This design comes from an exercise in tuning for small area on the open sky130 flow, not from production work. Only simulation tests tie the RTL to the original design; equivalence was not proved. Power is estimated from default activity; no workload was simulated.

--- flow/design.v ---
`default_nettype none
package limn_pkg;
    typedef logic [31:0] word_t;     
    typedef logic [4:0]  reg_idx_t;  
    typedef logic [5:0]  opcode_t;   
    localparam opcode_t op_tnop      = 6'b00_0000;  
    localparam opcode_t op_addi      = 6'b11_1100;
    localparam opcode_t op_subi      = 6'b11_0100;
    localparam opcode_t op_andi      = 6'b01_1100;
    localparam opcode_t op_xori      = 6'b01_0100;
    localparam opcode_t op_ori       = 6'b00_1100;
    localparam opcode_t op_lui       = 6'b00_0100;
    localparam opcode_t op_beq       = 6'b11_1101;
    localparam opcode_t op_bne       = 6'b11_0101;
    localparam opcode_t op_j         = 6'b00_0110;
    localparam opcode_t op_jal       = 6'b00_0111;
    localparam opcode_t op_load_long = 6'b10_1011;
    localparam opcode_t op_store_reg = 6'b10_1010;  
    localparam opcode_t op_store_imm = 6'b00_1010;  
    localparam reg_idx_t reg_lr = 5'd31;
    typedef enum logic [1:0] {
        st_fetch,
        st_execute,
        st_memory,
        st_halted
    } core_state_e;
endpackage
`default_nettype wire
`timescale 1ns/1ps
`default_nettype none
module limn_core #(
    parameter limn_pkg::word_t reset_vector = 32'hFFFE_0000
) (
    input  wire                   clk,
    input  wire                   rst_n,
    output limn_pkg::word_t       addr,
    input  wire limn_pkg::word_t  data_in,
    output limn_pkg::word_t       data_out,
    output logic                  we,
    output logic                  cs,
    input  wire                   rdy,
    output logic                  halted
);
    localparam logic [2:0] S_FETCH = 3'd0;   
    localparam logic [2:0] S_WAITX = 3'd1;   
    localparam logic [2:0] S_EXEC  = 3'd2;   
    localparam logic [2:0] S_BR    = 3'd3;   
    localparam logic [2:0] S_MEM   = 3'd4;   
    localparam logic [2:0] S_WAITW = 3'd5;   
    localparam logic [2:0] S_WB    = 3'd6;   
    localparam logic [2:0] S_HALT  = 3'd7;
    logic [2:0]  st;
    logic [3:0]  ph;        
    logic        clr;       
    logic [31:0] ir;        
    logic [31:0] dr;        
    logic [15:0] ar;        
    logic [15:0] pr;        
    logic        c;         
    logic        ci;        
    logic        z;         
    logic [31:0] rf [1:31];
    wire [5:0] op    = ir[5:0];
    wire [4:0] r1    = ir[10:6];
    wire [4:0] r2    = ir[15:11];
    wire is_alu   = (op[2:0] == 3'b100) && !(op[5] && !op[4]);
    wire is_br    = (op[2:0] == 3'b101) && op[5] && op[4];
    wire is_jmp   = (op[5:1] == 5'b00011);
    wire is_jal   = is_jmp && op[0];
    wire is_load  = (op == 6'b101011);
    wire is_store = (op[4:0] == 5'b01010);
    wire is_mem   = is_load || is_store;
    wire is_nop   = (op == 6'b000000);
    wire known    = is_alu || is_br || is_jmp || is_mem || is_nop;
    wire is_sub   = (op[5:3] == 3'b110);
    wire is_lui   = (op[5:3] == 3'b000);
    wire st_exec = (st == S_EXEC);
    wire st_br   = (st == S_BR);
    wire st_wb   = (st == S_WB);
    wire pass    = st_exec || st_br || st_wb;
    wire ph_last = (ph == 4'd15);
    wire ph_pc   = (ph != 4'd0) && (ph <= 4'd8);    
    logic [1:0] rda, rdb;
    always_comb begin
        rda = 2'b00;
        rdb = 2'b00;
        for (int k = 1; k < 32; k++) begin
            if (r1 == 5'(k)) rda = rf[k][1:0];
            if (r2 == 5'(k)) rdb = rf[k][1:0];
        end
    end
    logic [1:0] imm_d, off_d, jt_d, simm_d;
    always_comb begin
        imm_d  = ir[16 + 2*ph[2:0] +: 2];
        off_d  = (ph[2:0] == 3'd0) ? ir[24:23] : ir[7 + 2*ph[2:0] +: 2];
        jt_d   = (ph[2:0] == 3'd0) ? ir[18:17] : ir[1 + 2*ph[2:0] +: 2];
        case (ph)
            4'd0:    simm_d = ir[28:27];
            4'd1:    simm_d = ir[30:29];
            4'd2:    simm_d = {1'b0, ir[31]};
            default: simm_d = 2'b00;
        endcase
    end
    wire [1:0] m = ((is_lui ? ph[3] : !ph[3])) ? imm_d : 2'b00;
    wire       taken = op[3] ? z : !z;
    logic [1:0] ax, ay;
    logic       acin;
    always_comb begin
        if (st_br) begin
            ax   = ar[1:0];
            ay   = (ph_pc && taken) ? off_d : 2'b00;
            acin = (ph == 4'd0) ? 1'b0 : c;
        end else begin
            ax   = is_store ? rda : rdb;
            ay   = is_sub ? ~m : m;
            acin = (ph == 4'd0) ? is_sub : c;
        end
    end
    wire [2:0] msum = {1'b0, ax} + {1'b0, ay} + {2'b00, acin};
    logic [1:0] alu_d;
    always_comb begin
        case (op[5:3])
            3'b111, 3'b110: alu_d = msum[1:0];
            3'b011:         alu_d = rdb & m;
            3'b010:         alu_d = rdb ^ m;
            default:        alu_d = rdb | m;
        endcase
    end
    wire [1:0] ix   = ph_pc ? ar[1:0] : 2'b11;
    wire       icin = (ph == 4'd1) ? 1'b1 : ci;
    wire [2:0] isum = {1'b0, ix} + {2'b00, icin};
    wire [1:0] jal_d = (ph == 4'd0) ? 2'b00 : isum[1:0];
    wire        wen   = (st_exec && (is_alu || is_jal)) || (st_wb && is_load);
    wire [4:0]  widx  = is_jal ? 5'd31 : r1;
    wire [1:0]  wdata = clr ? 2'b00 : st_wb ? dr[1:0] : is_jal ? jal_d : alu_d;
    always_ff @(posedge clk) begin
        for (int k = 1; k < 32; k++) begin
            rf[k][29:0]  <= rf[k][31:2];
            rf[k][31:30] <= (clr || (wen && widx == 5'(k))) ? wdata : rf[k][1:0];
        end
    end
    logic [1:0] a_in;
    always_comb begin
        if (st_wb)                    a_in = pr[1:0];
        else if (st_br)               a_in = taken ? msum[1:0] : isum[1:0];
        else if (is_jmp)              a_in = jt_d;
        else if (is_mem)              a_in = msum[1:0];
        else                          a_in = isum[1:0];
    end
    wire a_en = pass && ph_pc && !(st_exec && is_br);
    always_ff @(posedge clk) begin
        if (!rst_n) begin
            ar <= reset_vector[17:2];
        end else if (a_en) begin
            ar <= {a_in, ar[15:2]};
        end
    end
    always_ff @(posedge clk) begin
        pr <= {(st_exec && is_mem && ph_pc) ? isum[1:0] : pr[1:0], pr[15:2]};
    end
    wire [1:0] d_in = (is_store && op[5]) ? rdb : simm_d;
    always_ff @(posedge clk) begin
        if (pass) begin
            dr <= {d_in, dr[31:2]};
        end else if (cs && rdy) begin
            dr <= data_in;
        end
    end
    always_ff @(posedge clk) begin
        if (st == S_FETCH && rdy) begin
            ir <= data_in;
        end
    end
    always_ff @(posedge clk) begin
        c  <= msum[2];
        ci <= isum[2];
        if (st_exec) begin
            z <= ((ph == 4'd0) || z) && (rda == 2'b00);
        end
    end
    always_ff @(posedge clk) begin
        if (!rst_n) begin
            st  <= S_FETCH;
            ph  <= 4'd0;
            clr <= 1'b1;
        end else begin
            ph <= ph + 4'd1;
            if (ph_last) clr <= 1'b0;
            case (st)
                S_FETCH: if (rdy) st <= S_WAITX;
                S_WAITX: if (ph_last) st <= known ? S_EXEC : S_HALT;
                S_EXEC:  if (ph_last) st <= is_br ? S_BR : is_mem ? S_MEM : S_FETCH;
                S_BR:    if (ph_last) st <= S_FETCH;
                S_MEM:   if (rdy) st <= S_WAITW;
                S_WAITW: if (ph_last) st <= S_WB;
                S_WB:    if (ph_last) st <= S_FETCH;
                default: st <= S_HALT;
            endcase
        end
    end
    assign cs       = (st == S_FETCH) || (st == S_MEM);
    assign we       = (st == S_MEM) && is_store;
    assign addr     = {14'h3FFF, ar, 2'b00};
    assign data_out = dr;
    assign halted   = (st == S_HALT);
endmodule
`default_nettype wire
--- flow/run.sh ---
#!/bin/bash
# synth_recipe.tcl (not shown) runs the flow's synth.tcl, then flattens the netlist and writes it again
# the make line also repeats each setting of config.mk as NAME=value (left out here)
make -C /OpenROAD-flow-scripts/flow DESIGN_CONFIG=/design/flow/config.mk WORK_HOME=/design/flow/orfs CLKGATE_MAP_FILE= SYNTH_SCRIPT=/design/flow/synth_recipe.tcl finish
--- flow/config.mk ---
export PLATFORM = sky130hd
export DESIGN_NAME = limn_core
export DESIGN_NICKNAME = limn_core
export VERILOG_FILES = /design/flow/design.v
export SDC_FILE = /design/flow/constraint.sdc
export NUM_CORES = 4
export LEC_CHECK = 0
export CAP_MARGIN = 20
export CORE_MARGIN = 2
export CORE_UTILIZATION = 40
export SLEW_MARGIN = 20
--- flow/constraint.sdc ---
create_clock -name core_clock -period 10.0 [get_ports {clk}]
set_input_delay 2.0000 -clock core_clock [delete_from_list [all_inputs] [get_ports {clk}]]
set_output_delay 2.0000 -clock core_clock [all_outputs]
set_load 0.01 [all_outputs]
==> implementation parameters <==
Parameter                              Value

Yosys
  Most frequently used flop master after synthesis ... dfxtp_1
  Synthesized area divided by synthesized cell count ... roughly 14 um2
  Most common cell in the synthesized netlist ... dfxtp_1
  Count of distinct cell types in the synthesized netlist ... 89
  Post-synthesis sequential area ratio ... 80.6%
  Number of instances in the synthesized netlist ... between 1500 and 2000
  Number of enable flip-flop cells after synthesis ... 65
  Summed instance area of the synthesized netlist ... around 28000 um2
  Most common library cells after synthesis ... 1034 x dfxtp_1, 180 x nand2_1, 74 x mux2i_1
  Number of synthesized register bits ... 1099
  Share of Yosys cell area claimed by the top area cell type ... 73.6%
  Async SR Flop Fraction ... 0%
  Cells taking the most area after synthesis ... dfxtp_1 74%, edfxtp_1 6.9%, mux2i_1 2.6%, nand2_1 2.4%, nand2b_1 1.6%
  Yosys top cell by area ... dfxtp_1
  Yosys warnings ... 2

CTS
  Clock tree sinks ... 1099
  Maximum buffer depth of the clock tree ... 3
  Clock network latency to the later pin of the worst-skew pair ... around 0.64 ns
  Clock-pin slew reported for the worst setup and hold paths after clock tree synthesis ... 0.06 ns
  CTS Hold Buffers Added ... 0
  Clock tree root buffer cell ... clkbuf_16
  Deepest level of the CTS H-tree ... 3
  Number of clock buffers inserted by TritonCTS ... 94
  TritonCTS clock tree ... yes
  Post-cts gate resize count ... 0
  # Post-CTS Setup Buffers ... 0

Timing
  Final clock skew ... between 0.02 and 0.025 ns
  Setup tns final ... 0 ns
  Max Freq ... between 200 and 250 MHz
  Max-slew violation count ... 0
  Max transition margin ... 41.9%
  Final setup violation count ... 0
  Minimum hold slack ... 0.316 ns
  Share of the cycle needed by the critical path after routing ... 48.9%
  Worst Tran Pin Value ... slightly below 0.9 ns
  Final Critical Period ... 4.89 ns
  Final hold violation count ... 0
  RSZ-0062 raised after global routing ... no

Finish
  Final instance area ... 33100 um2
  Sequential cell area ... between 20000 and 25000 um2
  Post-Layout Cell Count ... 3088
  Number of nets in the finished design ... 2114
  Fillers ... a little over 6000
  Synthesis-to-finish area growth ... 17.8%
  Layout cell share with drive strength beyond 1 ... 10.0%
  Area occupied by multi-input gates ... 4970 um2

Power
  Pwr dens ... ~250 nW/um2
  Worst vdd ir ... between 100 and 150 uV
  Static leakage power ... 0.0130 uW

Setup path
  Startpoint type of the worst setup path ... flop
  Start-to-end type of the worst setup path ... flop to output port
  Critical path endpoint category ... output port
  Worst-path maximum fanout ... 12
  WP data arrival ... 2.89 ns
  Data required time at the worst endpoint ... 8.00 ns

GRT
  Number of antenna violations at the first check in global routing ... 1
  Via count of the first global-routing pass ... 13462
  Overall global routing resource usage ... 13.6%
  First-pass GRT wire length ... 76.8 mm
  Total overflow reported by the global router ... 0
  Largest net degree at the start of global routing ... 67

Floorplan
  Starting utilization of the core area ... 40.3%
  DIE HEIGHT ... 269 um
  Die ar. ... 72400 um2
  Num ports ... 102
  Core footprint ... 69800 um2
  Floorplan row count ... 97
  X dimension of the die ... 269 um

Route
  First-pass DRT Iterations ... 5
  DRC violations left ... 0
  Wirelength, routed ... between 40 and 50 mm
  Number of nets with antenna violations after routing ... 0
  Avg WL per Cell ... 16.0 um
  Violation count after the first detailed-route iteration ... just under 800
  Total via count after detailed routing ... about 14000
  Via density per instance ... ~4.4

Placed design
  Port Buf Inserts ... 85
  Gp weighted congestion ... around 0.85
  Placement-stage cell area ... roughly 30000 um2
  HPWL reported at the end of detailed placement ... about 31 mm
  Placed cells ... 2910

Job
  Max Cap Violations ... 0

Hold path
  Min-Delay Path Class ... flop to flop

Status
  Status ... timing/DRC/antenna clean
[per-stage QoR]
stage	power (uW)	worst slack, ns	utilization (%)
4_1_cts	8480	5.04	47.4
3_3_place_gp	4770	5.18	42.7
5_1_grt	8680	4.74	47.4
3_5_place_dp	4770	5.15	42.7
2_1_floorplan	4700	6.16	-
6_report	8380	5.11	47.5
[per-layer routing]
metal	wire, um	vias up	part of all wire, %	track usage (%)
met5	0	-	0	0
met4	1090	0	2.2	4.62
met2	22100	277	45	20.8
li1	-	6710	-	-
met3	2010	82	4.1	2.81
met1	24200	6552	49	19.1
[kinds of logic (layout without fill, tap and decap cells)]
group                      Yosys count  count (layout)  synth area share (%)
adders and majority gates           12              12                 0.587
other                                2              17                0.0267
xor gates and xnor gates             7               7                 0.218
muxes                               94              94                  3.88
and+or+nand+nor                    422             422                  7.74
DFF                               1099            1099                  80.6
buffers and inverters              115             294                  2.02
AOI/OAI and AO/OA                  203             203                  4.98
[layout make-up]
class / count / share of cell area, %
clock buffers: 134 / 8.32
well taps: 940 / 3.55
repair buffers: 98 / 2.91
multi-input cells: 754 / 15.0
inverters: 20 / 0.227
diodes: 1 / 0.00756
clock inverters: 42 / 1.58
flip-flops and latches: 1099 / 68.4
[registers in the layout, summed over array words and instances, names as in the netlist]
register	flops
ar	16
clr	1
pr	16
ph	4
rf	992
st	3
z	1
ci	1
dr	32
c	1
ir	32
[worst max-delay path, stage by stage (launching register included)]
cell and delay, ns:
edfxtp_1 0.58, nand4bb_1 0.32, nor2_1 0.54, and3_1 0.25, clkdlybuf4s50_1 0.56
[where the power goes]
part | internal [uW] | switching [uW] | leakage [uW] | total, uW
clock network | 2170 | 1530 | 0.00163 | 3700
registers | 4440 | 27.1 | 0.00894 | 4470
logic | 92.6 | 117 | 0.00245 | 210
[cell usage in the layout, fill, tap and decap left out, types with 5 or more instances in the layout]
cell type	Yosys	layout
nor3b_1	8	8
and2_1	11	11
clkbuf_16	0	97
edfxtp_1	65	65
nand2_1	180	179
a211oi_1	14	14
o22ai_1	6	6
nand3b_1	12	12
mux4_2	11	11
a31oi_1	7	7
o21ai_0	36	36
ha_1	10	10
clkdlybuf4s50_1	0	85
buf_4	21	11
clkbuf_1	33	18
mux2i_1	74	74
a21boi_0	14	14
conb_1	2	16
clkbuf_8	0	19
bufinv_16	0	9
and3b_1	5	5
a21oi_1	49	47
o211ai_1	7	7
and3_1	6	6
clkinv_2	0	19
o31ai_1	5	5
nor2_1	46	45
nand3_1	14	14
nor2b_1	16	16
nand2b_1	71	71
nor3_1	13	13
mux2_2	9	9
a211o_1	6	6
dfxtp_1	1034	1034
inv_1	19	19
[final timing paths]
kind         startpoint  slack [ns]  cells past startpoint          to
min reg2reg  rf[30][21]        0.32                      0  rf[30][19]
max reg2reg       ir[9]        5.16                     16   rf[9][31]
min          rf[30][21]        0.32                      0  rf[30][19]
max               ir[4]        5.11                      4          we

==> what the ideal ports hide <==
Ports are ideal in the flow. The routed layout listed here was re-timed in OpenROAD. Step 1: set_driving_cell puts a clkbuf_16 on clk and a buf_2 on each other input, an assumption about the parent block. Step 2 times the ports against the registers' clock, not the clock port: input delays grow and output delays shrink by t, the midpoint of the rising clock arrivals with the driver on. a / b / c = no drivers / after step 1 / after step 2; a / b = the first two.
shift t [ns]: 0.693
slack for setup (ns): 5.114 / 5.055 / 5.162
latest minus earliest clock arrival (ns): 0.022 / 0.021
slew at the worst register clock pin (ns): 0.07 / 0.07
After both steps this run still meets setup and hold. For this run, drivers alone change the setup slack by -0.059 ns; drivers and shift together by +0.048 ns.
